Source: an optimization exercise on an open RTL-to-GDS flow (aim: small area, a short achievable clock period and few clock cycles per item). Production flows keep margins and buffers that such runs may drop. At most, simulation tests tie the RTL to the original design; equivalence was not proved. No activity file was given, so power comes from the tool's default toggle rates.

Setup of run 1:
## data_mem_responder
module data_mem_responder #(
  parameter int DEPTH   = 64,
  parameter int LATENCY = 2
) (
  input  logic        clk,
  input  logic        rst,
  input  logic        req_valid,
  output logic        req_ready,
  input  logic        req_we,
  input  logic [31:0] req_addr,
  input  logic [31:0] req_wdata,
  output logic        resp_valid,
  input  logic        resp_ready,
  output logic [31:0] resp_rdata,
  output logic        resp_err
);
Settings: LEC_CHECK=0, CAP_MARGIN=20, CORE_MARGIN=2, CORE_UTILIZATION=50, CTS_BUF_LIST=sky130_fd_sc_hd__clkbuf_16, CTS_CLUSTER_DIAMETER=60, CTS_CLUSTER_SIZE=24, GPL_TIMING_DRIVEN=1, SETUP_SLACK_MARGIN=2.4, SLEW_MARGIN=20; clock period 5.0 ns.
standard.sh (not shown) runs the stock make flow with config.mk's settings and CLKGATE_MAP_FILE= SYNTH_SCRIPT=/design/flow/synth_recipe.tcl, a recipe that flattens the netlist after the stock synthesis.
==> flow/flow/run.sh <==
#!/bin/bash
# Standard layout with two changes: the ports are buffered with buf_2 cells
# instead of the delay cells buffer_ports picks by default, and clock tree
# synthesis inserts no dummy loads. Everything else is the standard.sh.
set -euo pipefail
export BUFFER_PORTS_ARGS="-buffer_cell sky130_fd_sc_hd__buf_2"
export CTS_ARGS="-sink_clustering_enable -repair_clock_nets -sink_clustering_size 24 -sink_clustering_max_diameter 60 -buf_list sky130_fd_sc_hd__clkbuf_16 -dont_use_dummy_load"
bash standard.sh finish > standard.log 2>&1
Run 1 finished every step from synthesis to the final layout, and the layout passed the timing, design-rule and antenna checks.
Testbench counts of run 1, summed over its fixed seeds: cycles 4,824, items 4,800.
## Diff of input files: run 2 against run 1
# run 1
export LEC_CHECK = 0
export CAP_MARGIN = 20
export CORE_MARGIN = 2
export CORE_UTILIZATION = 50
export CTS_BUF_LIST = sky130_fd_sc_hd__clkbuf_16
export CTS_CLUSTER_DIAMETER = 60
export CTS_CLUSTER_SIZE = 24
export GPL_TIMING_DRIVEN = 1
export SETUP_SLACK_MARGIN = 2.4
export SLEW_MARGIN = 20
create_clock -name core_clock -period 5.0 [get_ports {clk}]
# run 2
export LEC_CHECK = 0
export CAP_MARGIN = 20
export CORE_MARGIN = 2
export CORE_UTILIZATION = 50
export CTS_BUF_LIST = sky130_fd_sc_hd__clkbuf_16
export CTS_CLUSTER_DIAMETER = 60
export CTS_CLUSTER_SIZE = 24
export GPL_TIMING_DRIVEN = 1
export SETUP_SLACK_MARGIN = 3.0
export SLEW_MARGIN = 20
export TNS_END_PERCENT = 10
create_clock -name core_clock -period 5.0 [get_ports {clk}]
Run 2 — core utilization 2.1 points higher, run 1 as reference. Comparing run 1 and run 2, the higher sum of buffers and inverters on the critical path is on run 2. Higher critical path depth was reported by run 2, not run 1. | first-iteration DRC count | higher: run 2 |. Between run 1 and run 2, the wire length on met1 is higher for run 2. The cell internal power dissipation number comes out lower for run 1 vs run 2. Diff run 1 -> run 2 | final standard cell count with taps included and fillers excluded | up slightly. For run 2, the critical path endpoint was lo2_q[8], unlike run 1, where it was hi2_q[0]. Compared with run 1, in run 2 setup slack went up by 160 ps; minimum clock period after layout went down by 160 ps.
> inputs changed (run 2 -> run 3)
# run 2
export LEC_CHECK = 0
export CAP_MARGIN = 20
export CORE_MARGIN = 2
export CORE_UTILIZATION = 50
export CTS_BUF_LIST = sky130_fd_sc_hd__clkbuf_16
export CTS_CLUSTER_DIAMETER = 60
export CTS_CLUSTER_SIZE = 24
export GPL_TIMING_DRIVEN = 1
export SETUP_SLACK_MARGIN = 3.0
export SLEW_MARGIN = 20
export TNS_END_PERCENT = 10
create_clock -name core_clock -period 5.0 [get_ports {clk}]
# run 3
export LEC_CHECK = 0
export CAP_MARGIN = 20
export CORE_MARGIN = 2
export CORE_UTILIZATION = 50
export CTS_BUF_LIST = sky130_fd_sc_hd__clkbuf_16
export CTS_CLUSTER_DIAMETER = 60
export CTS_CLUSTER_SIZE = 24
export GPL_TIMING_DRIVEN = 1
export SETUP_SLACK_MARGIN = 2.8
export SLEW_MARGIN = 20
export TNS_END_PERCENT = 10
create_clock -name core_clock -period 5.0 [get_ports {clk}]
### Flow results
Comparing run 3 and run 2, the higher fraction of standard cell area in multi-input logic was measured on run 2.
[run 3] area overhead of the layout relative to synthesis fell 2.8 points relative to run 2
Diff run 3 and run 2: power of the combinational group higher in run 2
[inputs] run 4 vs run 3
# run 3
export LEC_CHECK = 0
export CAP_MARGIN = 20
export CORE_MARGIN = 2
export CORE_UTILIZATION = 50
export CTS_BUF_LIST = sky130_fd_sc_hd__clkbuf_16
export CTS_CLUSTER_DIAMETER = 60
export CTS_CLUSTER_SIZE = 24
export GPL_TIMING_DRIVEN = 1
export SETUP_SLACK_MARGIN = 2.8
export SLEW_MARGIN = 20
export TNS_END_PERCENT = 10
create_clock -name core_clock -period 5.0 [get_ports {clk}]
# run 4
export LEC_CHECK = 0
export CAP_MARGIN = 20
export CORE_MARGIN = 2
export CORE_UTILIZATION = 50
export CTS_BUF_LIST = sky130_fd_sc_hd__clkbuf_8
export CTS_CLUSTER_DIAMETER = 50
export CTS_CLUSTER_SIZE = 20
export GPL_TIMING_DRIVEN = 1
export SETUP_SLACK_MARGIN = 2.8
export SLEW_MARGIN = 20
create_clock -name core_clock -period 5.0 [get_ports {clk}]
diff --git a/flow/flow/run.sh b/flow/flow/run.sh
--- a/flow/flow/run.sh
+++ b/flow/flow/run.sh
@@ -6,3 +6,3 @@
 export BUFFER_PORTS_ARGS="-buffer_cell sky130_fd_sc_hd__buf_2"
-export CTS_ARGS="-sink_clustering_enable -repair_clock_nets -sink_clustering_size 24 -sink_clustering_max_diameter 60 -buf_list sky130_fd_sc_hd__clkbuf_16 -dont_use_dummy_load"
+export CTS_ARGS="-sink_clustering_enable -repair_clock_nets -sink_clustering_size 20 -sink_clustering_max_diameter 50 -buf_list sky130_fd_sc_hd__clkbuf_8 -dont_use_dummy_load"
 bash standard.sh finish > standard.log 2>&1
==> run summary <==
- Compared run 3 against run 4; global routing met3 resource utilization within noise.
- Compared with run 3, run 4 shows a lower layout filler cell count.
- Diff run 3 -> run 4 | combinational group share of total power | increase of 1.6 points
- Share of the synthesized area in compound gates (AO/OA/AOI/OAI) came out exactly the same in run 4 and run 3.
- Non-clock buffer count was higher in the run labelled run 4.
- Of run 4 and run 3, run 4 shows the lower number of antenna repair diodes, with run 3 above it.
- As far as register area is concerned, run 3 and run 4 perform about the same.
- As far as post-synthesis sequential area ratio is concerned, run 4 and run 3 perform about the same.
The inputs of run 5 differ from those of run 4 as listed below.
# run 4
export LEC_CHECK = 0
export CAP_MARGIN = 20
export CORE_MARGIN = 2
export CORE_UTILIZATION = 50
export CTS_BUF_LIST = sky130_fd_sc_hd__clkbuf_8
export CTS_CLUSTER_DIAMETER = 50
export CTS_CLUSTER_SIZE = 20
export GPL_TIMING_DRIVEN = 1
export SETUP_SLACK_MARGIN = 2.8
export SLEW_MARGIN = 20
create_clock -name core_clock -period 5.0 [get_ports {clk}]
# run 5
export LEC_CHECK = 0
export CAP_MARGIN = 20
export CORE_MARGIN = 2
export CORE_UTILIZATION = 50
export CTS_BUF_LIST = sky130_fd_sc_hd__clkbuf_16
export CTS_CLUSTER_DIAMETER = 60
export CTS_CLUSTER_SIZE = 24
export GPL_TIMING_DRIVEN = 1
export SETUP_SLACK_MARGIN = 2.9
export SLEW_MARGIN = 20
export TNS_END_PERCENT = 3
create_clock -name core_clock -period 5.0 [get_ports {clk}]
diff --git a/flow/flow/run.sh b/flow/flow/run.sh
--- a/flow/flow/run.sh
+++ b/flow/flow/run.sh
@@ -6,3 +6,3 @@
 export BUFFER_PORTS_ARGS="-buffer_cell sky130_fd_sc_hd__buf_2"
-export CTS_ARGS="-sink_clustering_enable -repair_clock_nets -sink_clustering_size 20 -sink_clustering_max_diameter 50 -buf_list sky130_fd_sc_hd__clkbuf_8 -dont_use_dummy_load"
+export CTS_ARGS="-sink_clustering_enable -repair_clock_nets -sink_clustering_size 24 -sink_clustering_max_diameter 60 -buf_list sky130_fd_sc_hd__clkbuf_16 -dont_use_dummy_load"
 bash standard.sh finish > standard.log 2>&1
Notes after the runs:
Comparing run 4 and run 5, the one run not ending clean was run 5.
Run 5 finished all stages; layout check result: FAIL, due to antenna violations.
Run 5 ended with less via count than run 4.
Worst slew margin relative to its limit for run 5: 0.52 points up relative to run 4
When run 5 is measured against run 4, its global-route usage turns out 0.33 points lower.
Summary of run 5 over run 4: leakage power figure fell 0.78%; worst setup slack rose 92 ps; minimum clock period after layout fell 92 ps.


data_mem_responder again, from the RTL that the note above started with.
==> flow/design.v (excerpt) <==
module data_mem_responder #(
  parameter int DEPTH   = 64,
  parameter int LATENCY = 2
) (
  input  logic        clk,
  input  logic        rst,
  input  logic        req_valid,
  output logic        req_ready,
  input  logic        req_we,
  input  logic [31:0] req_addr,
  input  logic [31:0] req_wdata,
  output logic        resp_valid,
  input  logic        resp_ready,
  output logic [31:0] resp_rdata,
  output logic        resp_err
);
clock: 5.0 ns
lec_check: 0
cap_margin: 20
core_margin: 2
core_utilization: 55
cts_buf_list: sky130_fd_sc_hd__clkbuf_16
cts_cluster_diameter: 60
cts_cluster_size: 24
gpl_timing_driven: 1
setup_slack_margin: 2.8
slew_margin: 20
tns_end_percent: 3
==> flow/flow/run.sh <==
#!/bin/bash
# Standard layout with two changes: the ports are buffered with buf_2 cells
# instead of the delay cells buffer_ports picks by default, and clock tree
# synthesis inserts no dummy loads. Everything else is the standard.sh.
set -euo pipefail
export BUFFER_PORTS_ARGS="-buffer_cell sky130_fd_sc_hd__buf_2"
export CTS_ARGS="-sink_clustering_enable -repair_clock_nets -sink_clustering_size 24 -sink_clustering_max_diameter 60 -buf_list sky130_fd_sc_hd__clkbuf_16 -dont_use_dummy_load"
bash standard.sh finish > standard.log 2>&1
The starting point passed the timing, design-rule and antenna checks.
Testbench counts at the start, summed over its fixed seeds: cycles 4,824, items 4,800.
Edit:
==> flow/run.sh (new file) <==
#!/bin/bash
# synth_recipe.tcl (not shown) runs the flow's synth.tcl, then flattens the netlist and writes it again
# the make line also repeats each setting of config.mk as NAME=value (left out here)
make -C /OpenROAD-flow-scripts/flow DESIGN_CONFIG=/design/flow/config.mk WORK_HOME=/design/flow/orfs CLKGATE_MAP_FILE= SYNTH_SCRIPT=/design/flow/synth_recipe.tcl finish
CORE_UTILIZATION = 50   (was 55)
SETUP_SLACK_MARGIN = 2.4   (was 2.8)
TNS_END_PERCENT = unset   (was 3)
removed: flow/flow/run.sh
removed: flow/standard.sh
Outcome:
- first-iteration DRC count grows by a little under a tenth
- worst setup slack loses 0.13 ns
- clock skew shrinks by 0.065 ns
- area after synthesis is unchanged
- power grows by a few percent
- via count shrinks slightly
- design area grows slightly
- non-clock buffer count shrinks by 66
- clock power grows by roughly a tenth
- routed wire length shrinks by a few percent
- global-route usage shrinks by 3.4 points
Edit:
==> flow/flow/run.sh (new file) <==
#!/bin/bash
# Standard layout with two changes: the ports are buffered with buf_2 cells
# instead of the delay cells buffer_ports picks by default, and clock tree
# synthesis inserts no dummy loads. Everything else is the standard.sh.
set -euo pipefail
export BUFFER_PORTS_ARGS="-buffer_cell sky130_fd_sc_hd__buf_2"
export CTS_ARGS="-sink_clustering_enable -repair_clock_nets -sink_clustering_size 24 -sink_clustering_max_diameter 60 -buf_list sky130_fd_sc_hd__clkbuf_16 -dont_use_dummy_load"
bash standard.sh finish > standard.log 2>&1
==> flow/standard.sh (new file) <==
#!/bin/bash
# synth_recipe.tcl (not shown) runs the flow's synth.tcl, then flattens the netlist and writes it again
# the make line also repeats each setting of config.mk as NAME=value (left out here)
make -C /OpenROAD-flow-scripts/flow DESIGN_CONFIG=/design/flow/config.mk WORK_HOME=/design/flow/orfs CLKGATE_MAP_FILE= SYNTH_SCRIPT=/design/flow/synth_recipe.tcl "${@:-finish}"
SETUP_SLACK_MARGIN = 2.8   (was 2.4)
TNS_END_PERCENT = 3   (was unset)
removed: flow/run.sh
Outcome:
- total power falls by a few percent
- worst hold slack degrades by 0.31 ns
- non-clock buffer count rises by 46
- clock-buffer cell count falls by 1
- via count barely changes
- routed wire length rises slightly
- cell area falls slightly
- core utilization falls by 0.33 points
Edit:
TNS_END_PERCENT = 1   (was 3)
The changed run finished clean.
Via count barely changes.
Final area stays flat.
First-iteration DRC count is higher by 0.48%.
Count of clock-buffer cells in the layout is unchanged.
Clock skew is lower by 0.0033 ns.
Routed wire length stays flat.
Setup slack gets worse by 0.026 ns.
Global-route usage is lower by 0.13 points.
Sequential power barely changes.
Register-to-register slack gets worse by 0.03 ns.
Final cell count barely changes.
Edit:
TNS_END_PERCENT = unset   (was 1)
The changed run passed the timing, design-rule and antenna checks.
Maximum frequency grows by 1.7%.
Final area went up by about 2.7%.
Power goes up by 1.0%.


Setup of T:
Another version of the RTL of data_mem_responder (not shown whole).
Size in the first run: roughly 2300 flip-flops, about 100 I/O pins.
clock: 5.0 ns
lec_check: 0
cap_margin: 20
core_margin: 2
core_utilization: 50
cts_buf_list: sky130_fd_sc_hd__clkbuf_16
cts_cluster_diameter: 60
cts_cluster_size: 24
gpl_timing_driven: 1
setup_slack_margin: 2.7
slew_margin: 20
run.sh (not shown) runs the stock make flow with config.mk's settings and CLKGATE_MAP_FILE= SYNTH_SCRIPT=/design/flow/synth_recipe.tcl, a recipe that flattens the netlist after the stock synthesis.
Stock flow here: none of the scripts above is used.
Testbench counts of T, summed over its fixed seeds: cycles 4,824, items 4,800.
The following lists how P was set up differently from T:
- changing SETUP_SLACK_MARGIN from 2.7 to 2.4
==> run summary <==
Going from T to P, share of flip-flops with an asynchronous set or reset about even, compound-gate portion of the synthesized area flat.
Compared with T, P shows a lower number of logic stages on the critical path including buffering.
Summary — post-route standard cell area excluding fillers, P relative to T: lower, by about 0.35%.
Between T and P, the flow reports power density relative to cell area increasing slightly.
Detail-routed net length per standard cell, P vs T: down by a few percent
When the final numbers for T and P were put side by side, the cell leakage power turned out to be smaller in T.
Diff T -> P: wire length of the first global-routing pass down 3.7%; wire length fell by 4.0%; utilization went down.


The RTL this note starts from:
==> flow/design.v <==
module data_mem_responder #(
  parameter int DEPTH   = 64,
  parameter int LATENCY = 2
) (
  input  logic        clk,
  input  logic        rst,
  input  logic        req_valid,
  output logic        req_ready,
  input  logic        req_we,
  input  logic [31:0] req_addr,
  input  logic [31:0] req_wdata,
  output logic        resp_valid,
  input  logic        resp_ready,
  output logic [31:0] resp_rdata,
  output logic        resp_err
);
  logic        v1_q;
  logic        wr1_q;     
  logic        rd1_q;     
  logic        err1_q;    
  logic [63:0] sel1_q;    
  logic [31:0] wd1_q;
  logic        v2_q;
  logic [31:0] rdata2_q;
  logic        err2_q;
  logic        vk_q;
  logic [31:0] rdatak_q;
  logic        errk_q;
  logic [31:0] mem [64];
  logic bad_in, acc, adv2;
  assign bad_in    = (|req_addr[1:0]) || (|req_addr[31:8]);
  assign adv2      = !v2_q || resp_ready;
  assign req_ready = !vk_q && !(v1_q && v2_q && !resp_ready);
  assign acc       = req_valid && req_ready;
  assign resp_valid = v2_q;
  assign resp_rdata = rdata2_q;
  assign resp_err   = err2_q;
  logic [31:0] rd_word;
  always_comb begin
    rd_word = 32'd0;
    for (int w = 0; w < 64; w++) rd_word = rd_word | (mem[w] & {32{sel1_q[w]}});
  end
  logic [31:0] res1;
  assign res1 = rd1_q ? rd_word : 32'd0;
  always_ff @(posedge clk or posedge rst) begin
    if (rst) begin
      v1_q <= 1'b0;
      v2_q <= 1'b0;
      vk_q <= 1'b0;
    end else begin
      v1_q <= acc;
      if (adv2) v2_q <= vk_q || v1_q;
      vk_q <= !adv2 && (vk_q || v1_q);
    end
  end
  always_ff @(posedge clk) begin
    wr1_q  <= acc && req_we && !bad_in;
    rd1_q  <= !req_we && !bad_in;
    err1_q <= bad_in;
    wd1_q  <= req_wdata;
    for (int w = 0; w < 64; w++) sel1_q[w] <= (req_addr[7:2] == 6'(w));
    if (!vk_q) begin
      rdatak_q <= res1;
      errk_q   <= err1_q;
    end
    if (adv2) begin
      rdata2_q <= vk_q ? rdatak_q : res1;
      err2_q   <= vk_q ? errk_q : err1_q;
    end
  end
  always_ff @(posedge clk) begin
    for (int w = 0; w < 64; w++) if (wr1_q && sel1_q[w]) mem[w] <= wd1_q;
  end
endmodule
==> flow/config.mk <==
export PLATFORM = sky130hd
export DESIGN_NAME = data_mem_responder
export DESIGN_NICKNAME = data_mem_responder
export VERILOG_FILES = /design/flow/design.v
export SDC_FILE = /design/flow/constraint.sdc
export NUM_CORES = 4
export LEC_CHECK = 0
export CAP_MARGIN = 20
export CORE_MARGIN = 2
export CORE_UTILIZATION = 40
export SLEW_MARGIN = 20
==> flow/constraint.sdc <==
create_clock -name core_clock -period 5.0 [get_ports {clk}]
set_input_delay 1.0000 -clock core_clock [delete_from_list [all_inputs] [get_ports {clk}]]
set_output_delay 1.0000 -clock core_clock [all_outputs]
set_load 0.01 [all_outputs]
Change:
Settings changed: CORE_UTILIZATION 40 to 55, CTS_BUF_LIST set to sky130_fd_sc_hd__clkbuf_16, CTS_CLUSTER_DIAMETER set to 60, CTS_CLUSTER_SIZE set to 24, SETUP_SLACK_MARGIN set to 2.8.
After rerunning: The new run completed with no timing, DRC or antenna violations. Non-clock buffer count climbs by 172. Area after synthesis stays the same. Total power drops by 8.0%. Via count climbs by 2.1%. Global-route usage climbs by 9.2 points. Die area drops by 27%. Cell count drops by 9.3%. Wire length climbs by 4.2%. Core utilization climbs by 18 points. Fmax climbs by 25%. Worst setup slack gains 0.73 ns.
Function was not checked in any run of this note: the RTL went through the layout flow alone.

## port drivers added, routing unchanged
How much do the figures lean on ideal ports? The routed layouts below were timed once more, with nothing changed but the port constraints.
Step 1 assumes that a clkbuf_16 drives the clock port and a buf_2 every other input.
Step 2 adds t to the input delays and takes it off the output delays; t is the mean of the earliest and latest rising clock arrival at the registers after step 1. Input paths then give back, and output paths get back, about the clock's delay inside the block.
a / b / c = no drivers / after step 1 / after step 2; a / b = the first two.
run | t, ns | setup WS [ns] | worst slew at a driven data input, ns
run 1 | 0.860 | 2.370 / 2.370 / 1.939 | 0.21
run 2 | 0.867 | 2.533 / 2.533 / 2.265 | 0.20
run 3 | 0.866 | 2.525 / 2.524 / 1.932 | 0.20
run 4 | 1.012 | 2.467 / 2.384 / 2.367 | 0.20
run 5 | 0.859 | 2.558 / 2.540 / 1.906 | 0.20
the first run of note 2 | 0.866 | 2.536 / 2.533 / 1.988 | 0.21
the second run of note 2 | 0.891 | 2.403 / 2.376 / 1.990 | 0.17
the third run of note 2 | 0.862 | 2.541 / 2.539 / 1.932 | 0.20
the fourth run of note 2 | 0.865 | 2.516 / 2.516 / 1.935 | 0.20
the fifth run of note 2 | 0.863 | 2.557 / 2.540 / 2.199 | 0.21
T | 0.869 | 2.296 / 2.253 / 2.146 | 0.19
P | 0.878 | 2.326 / 2.240 / 1.864 | 0.24
the first run of note 4 | 0.915 | 1.413 / 1.413 / 1.413 | 0.19
the second run of note 4 | 0.876 | 2.140 / 2.140 / 2.075 | 0.22
For run 5, which loses most, drivers alone change the setup slack by -0.018 ns; drivers and shift together by -0.652 ns.
